This is an optimization exercise on Yosys and OpenROAD, whose aim is small area and few clock cycles per item, not a production implementation. Function was checked by simulation only, so behaviour that the tests miss may differ from the original.

==> try-violet: inputs <==
==> flow/design.v (excerpt) <==
module dep_layer_top (
  input  logic         i_clk,
  input  logic         i_rst_n,
  input  logic         i_rule_wren,
  input  logic [31:0]  i_rule_addr,
  input  logic [31:0]  i_rule_wdata,
  input  logic         i_valid,
  output logic         o_ready,
  input  logic [207:0] i_beat,
  output logic         o_valid,
  input  logic         i_ready,
  output logic [207:0] o_beat
);
==> module dep_layer_top, before the edit <==
module dep_layer_top (
  input  logic         i_clk,
  input  logic         i_rst_n,
  input  logic         i_rule_wren,
  input  logic [31:0]  i_rule_addr,
  input  logic [31:0]  i_rule_wdata,
  input  logic         i_valid,
  output logic         o_ready,
  input  logic [207:0] i_beat,
  output logic         o_valid,
  input  logic         i_ready,
  output logic [207:0] o_beat
);
  localparam int RULE_NUM = 8;
  logic [RULE_NUM-1:0] rule_valid;
  logic [15:0]         rule_a0  [RULE_NUM];
  logic [15:0]         rule_a1  [RULE_NUM];
  logic [14:0]         rule_act [RULE_NUM];
  logic [2:0] wr_idx;
  logic       wr_act;
  assign wr_act = i_rule_addr[0];
  assign wr_idx = i_rule_addr[3:1];
  always_ff @(posedge i_clk) begin
    if (!i_rst_n) begin
      rule_valid <= '0;
    end else if (i_rule_wren && wr_act) begin
      rule_valid[wr_idx] <= i_rule_wdata[31];
    end
  end
  always_ff @(posedge i_clk) begin
    if (i_rule_wren) begin
      if (wr_act) begin
        rule_act[wr_idx] <= i_rule_wdata[30:16];
      end else begin
        rule_a0[wr_idx] <= ~(i_rule_wdata[15:0] &  i_rule_wdata[31:16]);
        rule_a1[wr_idx] <= ~(i_rule_wdata[15:0] & ~i_rule_wdata[31:16]);
      end
    end
  end
  logic [2:0]          type_off;
  logic [15:0]         head [8];
  logic [15:0]         meta [4];
  logic [15:0]         type_field;
  logic [RULE_NUM-1:0] rule_match;
  logic [14:0]         act;
  assign type_off = i_beat[199:197];
  always_comb begin
    for (int k = 0; k < 8; k++) head[k] = i_beat[196 - 16*k -: 16];
    for (int k = 0; k < 4; k++) meta[k] = i_beat[68 - 16*k -: 16];
  end
  always_comb begin
    type_field = '0;
    for (int k = 0; k < 8; k++) begin
      if (type_off == 3'(k)) type_field = type_field | head[k];
    end
  end
  always_comb begin
    for (int i = 0; i < RULE_NUM; i++) begin
      rule_match[i] = rule_valid[i] &&
        (&((type_field & rule_a1[i]) | (~type_field & rule_a0[i])));
    end
  end
  always_comb begin
    logic [RULE_NUM-1:0] first;
    logic                seen;
    seen = 1'b0;
    for (int i = 0; i < RULE_NUM; i++) begin
      first[i] = rule_match[i] && !seen;
      seen     = seen || rule_match[i];
    end
    act = '0;
    for (int i = 0; i < RULE_NUM; i++) begin
      act = act | ({15{first[i]}} & rule_act[i]);
    end
  end
  logic [2:0]  sh;
  logic        en1, en0;
  logic [2:0]  dst1, dst0;
  logic [15:0] m1, m0;
  logic [15:0] slot [8];
  assign sh   = act[14:12];
  assign en1  = act[11];
  assign dst1 = act[10:8];
  assign m1   = meta[act[7:6]];
  assign en0  = act[5];
  assign dst0 = act[4:2];
  assign m0   = meta[act[1:0]];
  logic [15:0] sh1 [8];
  logic [15:0] sh2 [8];
  logic [15:0] sh4 [8];
  always_comb begin
    for (int s = 0; s < 8; s++) begin
      sh1[s] = (sh[0] && s < 7) ? head[(s + 1) % 8] : head[s];
    end
    for (int s = 0; s < 8; s++) begin
      sh2[s] = (sh[1] && s < 6) ? sh1[(s + 2) % 8] : sh1[s];
    end
    for (int s = 0; s < 8; s++) begin
      sh4[s] = (sh[2] && s < 4) ? sh2[(s + 4) % 8] : sh2[s];
    end
  end
  always_comb begin
    for (int s = 0; s < 8; s++) begin
      logic r1, r0, keep;
      r1   = en1 && ({1'b0, dst1} == 4'(s) + {1'b0, sh});
      r0   = en0 && ({1'b0, dst0} == 4'(s) + {1'b0, sh}) && !r1;
      keep = !r1 && !r0 && (4'(s) + {1'b0, sh} < 4'd8);
      slot[s] = ({16{r1}} & m1) | ({16{r0}} & m0) | ({16{keep}} & sh4[s]);
    end
  end
  logic [207:0] result;
  logic         load;
  always_comb begin
    result = i_beat;
    for (int s = 0; s < 8; s++) result[196 - 16*s -: 16] = slot[s];
  end
  assign o_ready = !o_valid || i_ready;
  assign load    = i_valid && o_ready;
  always_ff @(posedge i_clk) begin
    if (!i_rst_n) begin
      o_valid <= 1'b0;
    end else if (o_ready) begin
      o_valid <= i_valid;
    end
  end
  always_ff @(posedge i_clk) begin
    if (load) begin
      o_beat <= result;
    end
  end
endmodule
==> flow/config.mk <==
export PLATFORM = sky130hd
export DESIGN_NAME = dep_layer_top
export DESIGN_NICKNAME = dep_layer_top
export VERILOG_FILES = /design/flow/design.v
export SDC_FILE = /design/flow/constraint.sdc
export NUM_CORES = 4
export LEC_CHECK = 0
export CAP_MARGIN = 20
export CORE_MARGIN = 2
export CORE_UTILIZATION = 40
export SLEW_MARGIN = 20
==> flow/constraint.sdc <==
create_clock -name core_clock -period 10.0 [get_ports {i_clk}]
set_input_delay 2.0000 -clock core_clock [delete_from_list [all_inputs] [get_ports {i_clk}]]
set_output_delay 2.0000 -clock core_clock [all_outputs]
set_load 0.01 [all_outputs]
standard.sh (not shown) runs the stock make flow with config.mk's settings and CLKGATE_MAP_FILE= SYNTH_SCRIPT=/design/flow/synth_recipe.tcl, a recipe that flattens the netlist after the stock synthesis.
==> flow/flow/run.sh <==
#!/bin/bash
# The standard layout with three changes:
#  - synthesis maps the logic with an area-oriented ABC script (flow/abc.script)
#    in place of ORFS's speed script; everything else in synthesis is unchanged
#  - port buffers use the smallest buffer cell
#  - CTS uses small clock buffers and inserts no dummy loads
set -euo pipefail
rm -rf myscripts
cp -r "$FLOW_HOME/scripts" myscripts
cp flow/abc.script myscripts/abc_speed.script
SCRIPTS_DIR="$PWD/myscripts" bash standard.sh synth > synth_stage.log 2>&1
export BUFFER_PORTS_ARGS="-buffer_cell sky130_fd_sc_hd__buf_1"
export CTS_ARGS="-sink_clustering_enable -repair_clock_nets -dont_use_dummy_load -buf_list {sky130_fd_sc_hd__clkbuf_4 sky130_fd_sc_hd__clkbuf_8}"
bash standard.sh > standard.log 2>&1
==> flow/flow/abc.script <==
strash
dch -f
amap
topo
==> try-yarrow: changes against try-violet <==
--- a/flow/design.v
+++ b/flow/design.v
@@ -39,20 +39,24 @@
     end
   end
   logic [2:0]          type_off;
+  logic [15:0]         in_head [8];
   logic [15:0]         head [8];
   logic [15:0]         meta [4];
   logic [15:0]         type_field;
   logic [RULE_NUM-1:0] rule_match;
+  logic [14:0]         hit_act;
   logic [14:0]         act;
+  logic [207:0]        beat_q;
   assign type_off = i_beat[199:197];
   always_comb begin
-    for (int k = 0; k < 8; k++) head[k] = i_beat[196 - 16*k -: 16];
-    for (int k = 0; k < 4; k++) meta[k] = i_beat[68 - 16*k -: 16];
+    for (int k = 0; k < 8; k++) in_head[k] = i_beat[196 - 16*k -: 16];
+    for (int k = 0; k < 8; k++) head[k] = beat_q[196 - 16*k -: 16];
+    for (int k = 0; k < 4; k++) meta[k] = beat_q[68 - 16*k -: 16];
   end
   always_comb begin
     type_field = '0;
     for (int k = 0; k < 8; k++) begin
-      if (type_off == 3'(k)) type_field = type_field | head[k];
+      if (type_off == 3'(k)) type_field = type_field | in_head[k];
     end
   end
   always_comb begin
@@ -69,9 +73,9 @@
       first[i] = rule_match[i] && !seen;
       seen     = seen || rule_match[i];
     end
-    act = '0;
+    hit_act = '0;
     for (int i = 0; i < RULE_NUM; i++) begin
-      act = act | ({15{first[i]}} & rule_act[i]);
+      hit_act = hit_act | ({15{first[i]}} & rule_act[i]);
     end
   end
   logic [2:0]  sh;
@@ -109,12 +113,7 @@
       slot[s] = ({16{r1}} & m1) | ({16{r0}} & m0) | ({16{keep}} & sh4[s]);
     end
   end
-  logic [207:0] result;
-  logic         load;
-  always_comb begin
-    result = i_beat;
-    for (int s = 0; s < 8; s++) result[196 - 16*s -: 16] = slot[s];
-  end
+  logic load;
   assign o_ready = !o_valid || i_ready;
   assign load    = i_valid && o_ready;
   always_ff @(posedge i_clk) begin
@@ -126,7 +125,12 @@
   end
   always_ff @(posedge i_clk) begin
     if (load) begin
-      o_beat <= result;
+      beat_q <= i_beat;
+      act    <= hit_act;
     end
   end
+  always_comb begin
+    o_beat = beat_q;
+    for (int s = 0; s < 8; s++) o_beat[196 - 16*s -: 16] = slot[s];
+  end
 endmodule
==> flow/flow/run.sh (replaced) <==
#!/bin/bash
# The standard layout (standard.sh) with these changes:
#  - synthesis maps the logic with an area-oriented ABC script (flow/abc.script)
#    in place of ORFS's speed script, without the full-adder extraction and
#    without buffers on pass-through wires; the rest of synthesis is unchanged
#  - port buffers use the smallest buffer cell
#  - CTS uses larger sink clusters, a clkbuf_16 root and no dummy loads
# Each tool's output goes to a log in this folder and to ORFS's own logs.
set -euo pipefail
rm -rf myscripts
cp -r "$FLOW_HOME/scripts" myscripts
cp flow/abc.script myscripts/abc_speed.script
export ADDER_MAP_FILE=
export SYNTH_INSBUF=0
SCRIPTS_DIR="$PWD/myscripts" bash standard.sh synth > synth_stage.log 2>&1
export BUFFER_PORTS_ARGS="-buffer_cell sky130_fd_sc_hd__buf_1"
export CTS_ARGS="-sink_clustering_enable -repair_clock_nets -dont_use_dummy_load -sink_clustering_size 25 -sink_clustering_max_diameter 80 -buf_list {sky130_fd_sc_hd__clkbuf_8 sky130_fd_sc_hd__clkbuf_16} -root_buf sky130_fd_sc_hd__clkbuf_16"
bash standard.sh > standard.log 2>&1
==> flow/flow/abc.script (replaced) <==
strash
dch -f
amap -F 50 -A 30
topo
==> try-willow: changes against try-violet <==
--- a/flow/design.v
+++ b/flow/design.v
@@ -16,10 +16,17 @@
   logic [RULE_NUM-1:0] rule_valid;
   logic [15:0]         rule_a0  [RULE_NUM];
   logic [15:0]         rule_a1  [RULE_NUM];
-  logic [14:0]         rule_act [RULE_NUM];
+  logic [13:0]         rule_act [RULE_NUM];
   logic [2:0] wr_idx;
   logic       wr_act;
   assign wr_act = i_rule_addr[0];
+  logic [13:0] act_enc;
+  always_comb begin
+    act_enc[13:11] = i_rule_wdata[30:28];
+    act_enc[10]    = i_rule_wdata[27] || i_rule_wdata[21];
+    act_enc[9:5]   = i_rule_wdata[27] ? i_rule_wdata[26:22] : i_rule_wdata[20:16];
+    act_enc[4:0]   = i_rule_wdata[21] ? i_rule_wdata[20:16] : i_rule_wdata[26:22];
+  end
   assign wr_idx = i_rule_addr[3:1];
   always_ff @(posedge i_clk) begin
     if (!i_rst_n) begin
@@ -31,7 +38,7 @@
   always_ff @(posedge i_clk) begin
     if (i_rule_wren) begin
       if (wr_act) begin
-        rule_act[wr_idx] <= i_rule_wdata[30:16];
+        rule_act[wr_idx] <= act_enc;
       end else begin
         rule_a0[wr_idx] <= ~(i_rule_wdata[15:0] &  i_rule_wdata[31:16]);
         rule_a1[wr_idx] <= ~(i_rule_wdata[15:0] & ~i_rule_wdata[31:16]);
@@ -39,20 +46,24 @@
     end
   end
   logic [2:0]          type_off;
+  logic [15:0]         in_head [8];
   logic [15:0]         head [8];
   logic [15:0]         meta [4];
   logic [15:0]         type_field;
   logic [RULE_NUM-1:0] rule_match;
-  logic [14:0]         act;
+  logic [13:0]         hit_act;
+  logic [13:0]         act;
+  logic [207:0]        beat_q;
   assign type_off = i_beat[199:197];
   always_comb begin
-    for (int k = 0; k < 8; k++) head[k] = i_beat[196 - 16*k -: 16];
-    for (int k = 0; k < 4; k++) meta[k] = i_beat[68 - 16*k -: 16];
+    for (int k = 0; k < 8; k++) in_head[k] = i_beat[196 - 16*k -: 16];
+    for (int k = 0; k < 8; k++) head[k] = beat_q[196 - 16*k -: 16];
+    for (int k = 0; k < 4; k++) meta[k] = beat_q[68 - 16*k -: 16];
   end
   always_comb begin
     type_field = '0;
     for (int k = 0; k < 8; k++) begin
-      if (type_off == 3'(k)) type_field = type_field | head[k];
+      if (type_off == 3'(k)) type_field = type_field | in_head[k];
     end
   end
   always_comb begin
@@ -69,9 +80,9 @@
       first[i] = rule_match[i] && !seen;
       seen     = seen || rule_match[i];
     end
-    act = '0;
+    hit_act = '0;
     for (int i = 0; i < RULE_NUM; i++) begin
-      act = act | ({15{first[i]}} & rule_act[i]);
+      hit_act = hit_act | ({14{first[i]}} & rule_act[i]);
     end
   end
   logic [2:0]  sh;
@@ -79,11 +90,11 @@
   logic [2:0]  dst1, dst0;
   logic [15:0] m1, m0;
   logic [15:0] slot [8];
-  assign sh   = act[14:12];
-  assign en1  = act[11];
-  assign dst1 = act[10:8];
-  assign m1   = meta[act[7:6]];
-  assign en0  = act[5];
+  assign sh   = act[13:11];
+  assign en1  = act[10];
+  assign dst1 = act[9:7];
+  assign m1   = meta[act[6:5]];
+  assign en0  = act[10];
   assign dst0 = act[4:2];
   assign m0   = meta[act[1:0]];
   logic [15:0] sh1 [8];
@@ -109,12 +120,7 @@
       slot[s] = ({16{r1}} & m1) | ({16{r0}} & m0) | ({16{keep}} & sh4[s]);
     end
   end
-  logic [207:0] result;
-  logic         load;
-  always_comb begin
-    result = i_beat;
-    for (int s = 0; s < 8; s++) result[196 - 16*s -: 16] = slot[s];
-  end
+  logic load;
   assign o_ready = !o_valid || i_ready;
   assign load    = i_valid && o_ready;
   always_ff @(posedge i_clk) begin
@@ -126,7 +132,12 @@
   end
   always_ff @(posedge i_clk) begin
     if (load) begin
-      o_beat <= result;
+      beat_q <= i_beat;
+      act    <= hit_act;
     end
   end
+  always_comb begin
+    o_beat = beat_q;
+    for (int s = 0; s < 8; s++) o_beat[196 - 16*s -: 16] = slot[s];
+  end
 endmodule
==> flow/flow/run.sh (replaced) <==
#!/bin/bash
# The standard layout (standard.sh) with these changes:
#  - synthesis maps the logic with an area-oriented ABC script (flow/abc.script)
#    in place of ORFS's speed script, without the full-adder extraction and
#    without buffers on pass-through wires; the rest of synthesis is unchanged
#  - port buffers use the smallest buffer cell
#  - CTS uses larger sink clusters, a clkbuf_16 root and no dummy loads
# Each tool's output goes to a log in this folder and to ORFS's own logs.
set -euo pipefail
rm -rf myscripts
cp -r "$FLOW_HOME/scripts" myscripts
cp flow/abc.script myscripts/abc_speed.script
export ADDER_MAP_FILE=
export SYNTH_INSBUF=0
SCRIPTS_DIR="$PWD/myscripts" bash standard.sh synth > synth_stage.log 2>&1
export BUFFER_PORTS_ARGS="-buffer_cell sky130_fd_sc_hd__buf_1"
export CTS_ARGS="-sink_clustering_enable -repair_clock_nets -dont_use_dummy_load -sink_clustering_size 25 -sink_clustering_max_diameter 80 -buf_list {sky130_fd_sc_hd__clkbuf_8 sky130_fd_sc_hd__clkbuf_16} -root_buf sky130_fd_sc_hd__clkbuf_16"
bash standard.sh > standard.log 2>&1
==> flow/flow/abc.script (replaced) <==
strash
dch -f
amap -F 50 -A 30
topo
- CORE_UTILIZATION: 40 -> 70
- PLACE_DENSITY: not set -> 0.9
==> try-onyx: changes against try-violet <==
--- a/flow/design.v
+++ b/flow/design.v
@@ -49,12 +49,7 @@
     for (int k = 0; k < 8; k++) head[k] = i_beat[196 - 16*k -: 16];
     for (int k = 0; k < 4; k++) meta[k] = i_beat[68 - 16*k -: 16];
   end
-  always_comb begin
-    type_field = '0;
-    for (int k = 0; k < 8; k++) begin
-      if (type_off == 3'(k)) type_field = type_field | head[k];
-    end
-  end
+  assign type_field = head[type_off];
   always_comb begin
     for (int i = 0; i < RULE_NUM; i++) begin
       rule_match[i] = rule_valid[i] &&
@@ -62,16 +57,9 @@
     end
   end
   always_comb begin
-    logic [RULE_NUM-1:0] first;
-    logic                seen;
-    seen = 1'b0;
-    for (int i = 0; i < RULE_NUM; i++) begin
-      first[i] = rule_match[i] && !seen;
-      seen     = seen || rule_match[i];
-    end
     act = '0;
-    for (int i = 0; i < RULE_NUM; i++) begin
-      act = act | ({15{first[i]}} & rule_act[i]);
+    for (int i = RULE_NUM - 1; i >= 0; i--) begin
+      if (rule_match[i]) act = rule_act[i];
     end
   end
   logic [2:0]  sh;
@@ -86,27 +74,15 @@
   assign en0  = act[5];
   assign dst0 = act[4:2];
   assign m0   = meta[act[1:0]];
-  logic [15:0] sh1 [8];
-  logic [15:0] sh2 [8];
-  logic [15:0] sh4 [8];
   always_comb begin
     for (int s = 0; s < 8; s++) begin
-      sh1[s] = (sh[0] && s < 7) ? head[(s + 1) % 8] : head[s];
-    end
-    for (int s = 0; s < 8; s++) begin
-      sh2[s] = (sh[1] && s < 6) ? sh1[(s + 2) % 8] : sh1[s];
-    end
-    for (int s = 0; s < 8; s++) begin
-      sh4[s] = (sh[2] && s < 4) ? sh2[(s + 4) % 8] : sh2[s];
-    end
-  end
-  always_comb begin
-    for (int s = 0; s < 8; s++) begin
-      logic r1, r0, keep;
-      r1   = en1 && ({1'b0, dst1} == 4'(s) + {1'b0, sh});
-      r0   = en0 && ({1'b0, dst0} == 4'(s) + {1'b0, sh}) && !r1;
-      keep = !r1 && !r0 && (4'(s) + {1'b0, sh} < 4'd8);
-      slot[s] = ({16{r1}} & m1) | ({16{r0}} & m0) | ({16{keep}} & sh4[s]);
+      logic r1, r0;
+      r1 = en1 && ({1'b0, dst1} == 4'(s) + {1'b0, sh});
+      r0 = en0 && ({1'b0, dst0} == 4'(s) + {1'b0, sh}) && !r1;
+      slot[s] = ({16{r1}} & m1) | ({16{r0}} & m0);
+      for (int j = s; j < 8; j++) begin
+        if (!r1 && !r0 && sh == 3'(j - s)) slot[s] = slot[s] | head[j];
+      end
     end
   end
   logic [207:0] result;
==> flow/run.sh (new file) <==
#!/bin/bash
# synth_recipe.tcl (not shown) runs the flow's synth.tcl, then flattens the netlist and writes it again
# the make line also repeats each setting of config.mk as NAME=value (left out here)
make -C /OpenROAD-flow-scripts/flow DESIGN_CONFIG=/design/flow/config.mk WORK_HOME=/design/flow/orfs CLKGATE_MAP_FILE= SYNTH_SCRIPT=/design/flow/synth_recipe.tcl finish
removed: flow/flow/run.sh
removed: flow/flow/abc.script
removed: flow/standard.sh
==> results_dict.tcl <==
set metrics [dict create \
    grt_pass1_vias 27728 \
    status "finished clean" \
    largestRegisters "o_beat x208, rule_a0 x128, rule_a1 x128" \
    max_slew_margin_pct 18.52 \
    place_area_um2 40720 \
    multi_input_comb_cells 2055 \
    rr_startpoint "rule_a0[4][7]" \
    design_area_um2 43010 \
    p_total_w 0.006168 \
    nNonClkBuffers 667 \
]
the above is filed under try-onyx

==> results_dict.tcl <==
set metrics [dict create \
    rsz0062_at_grt "no" \
    vias_per_cell 6.602 \
    place_area_um2 29250 \
    max_slew_margin_pct 16.61 \
    tns_ns 0 \
    crit_buf_inv 3 \
    multi_input_comb_cells 953 \
    grt_pass1_wl_um 143200 \
    grt_pass1_vias 20214 \
    area_growth_pct 17.63 \
    design_area_um2 30220 \
    status "finished clean" \
    rr_startpoint "rule_a0[6][6]" \
    largestRegisters "beat_q x208, rule_a0 x128, rule_a1 x128" \
]
the above is filed under try-yarrow

==> results_dict.tcl <==
set metrics [dict create \
    crit_buf_inv 3 \
    synth_top_family_by_area "compound AO/OA/AOI/OAI gates" \
    grt.overflow.total 0 \
    largestRegisters "beat_q x208, rule_a0 x128, rule_a1 x128" \
    place_area_um2 28560 \
    grt_pass1_vias 22230 \
    insertion_delay_ns 0.62 \
    multi_input_comb_cells 979 \
    design_area_um2 29300 \
    max_slew_margin_pct 19.40 \
    cts_root_buffer "clkbuf_16" \
    status "finished clean" \
]
the above is filed under try-willow

==> results_dict.tcl <==
set metrics [dict create \
    top_layer_used "met5" \
    status "finished clean" \
    p_total_w 0.005289 \
    p_leak_nw 11.39 \
    place_area_um2 32880 \
    cap_violations 0 \
    grt_pass1_vias 24288 \
    multi_input_comb_cells 1306 \
    synth_top_area_cell "edfxtp_1" \
    die_h_um 264.6 \
    seq_cells 593 \
    rr_startpoint "rule_a1[3][10]" \
    largestRegisters "o_beat x208, rule_a0 x128, rule_a1 x128" \
    design_area_um2 34260 \
]
the above is filed under try-violet

Testbench counts of try-violet, summed over its fixed seeds: cycles 4,808, items 4,800.
Testbench counts of try-yarrow, summed over its fixed seeds: cycles 4,808, items 4,800.
Testbench counts of try-willow, summed over its fixed seeds: cycles 4,808, items 4,800.
Testbench counts of try-onyx, summed over its fixed seeds: cycles 4,808, items 4,800.

[what the ideal ports hide]
How much do the figures lean on ideal ports? The routed layouts below were timed once more, with nothing changed but the port constraints. Step 1 (the two cells are an assumption about what drives the block):
set clk [get_ports {i_clk}]
set_driving_cell -lib_cell sky130_fd_sc_hd__clkbuf_16 $clk
set_driving_cell -lib_cell sky130_fd_sc_hd__buf_2 [delete_from_list [all_inputs] $clk]
Step 2 times the ports against the registers' clock, not the clock port: input delays grow and output delays shrink by t, the midpoint of the rising clock arrivals with the driver on. Slacks: ideal ports / drivers / drivers and shift; pairs: ideal ports / drivers.
run	shift t [ns]	setup slack, ns	hold slack, ns	worst setup path after step 2
try-violet	0.742	0.499 / 0.531 / -0.210	0.549 / 0.549 / 0.549	input to register
try-yarrow	0.645	2.304 / 2.244 / 2.069	0.509 / 0.509 / 0.509	input to register
try-willow	0.655	1.742 / 1.771 / 1.116	0.537 / 0.537 / 0.537	input to register
try-onyx	0.696	1.294 / 1.337 / 0.642	0.499 / 0.499 / 0.499	input to register
With both steps, setup timing fails in try-violet, where it was met with ideal ports. The setup slack of try-violet, which loses most, moves by +0.032 ns with the drivers and by -0.709 ns with both steps.
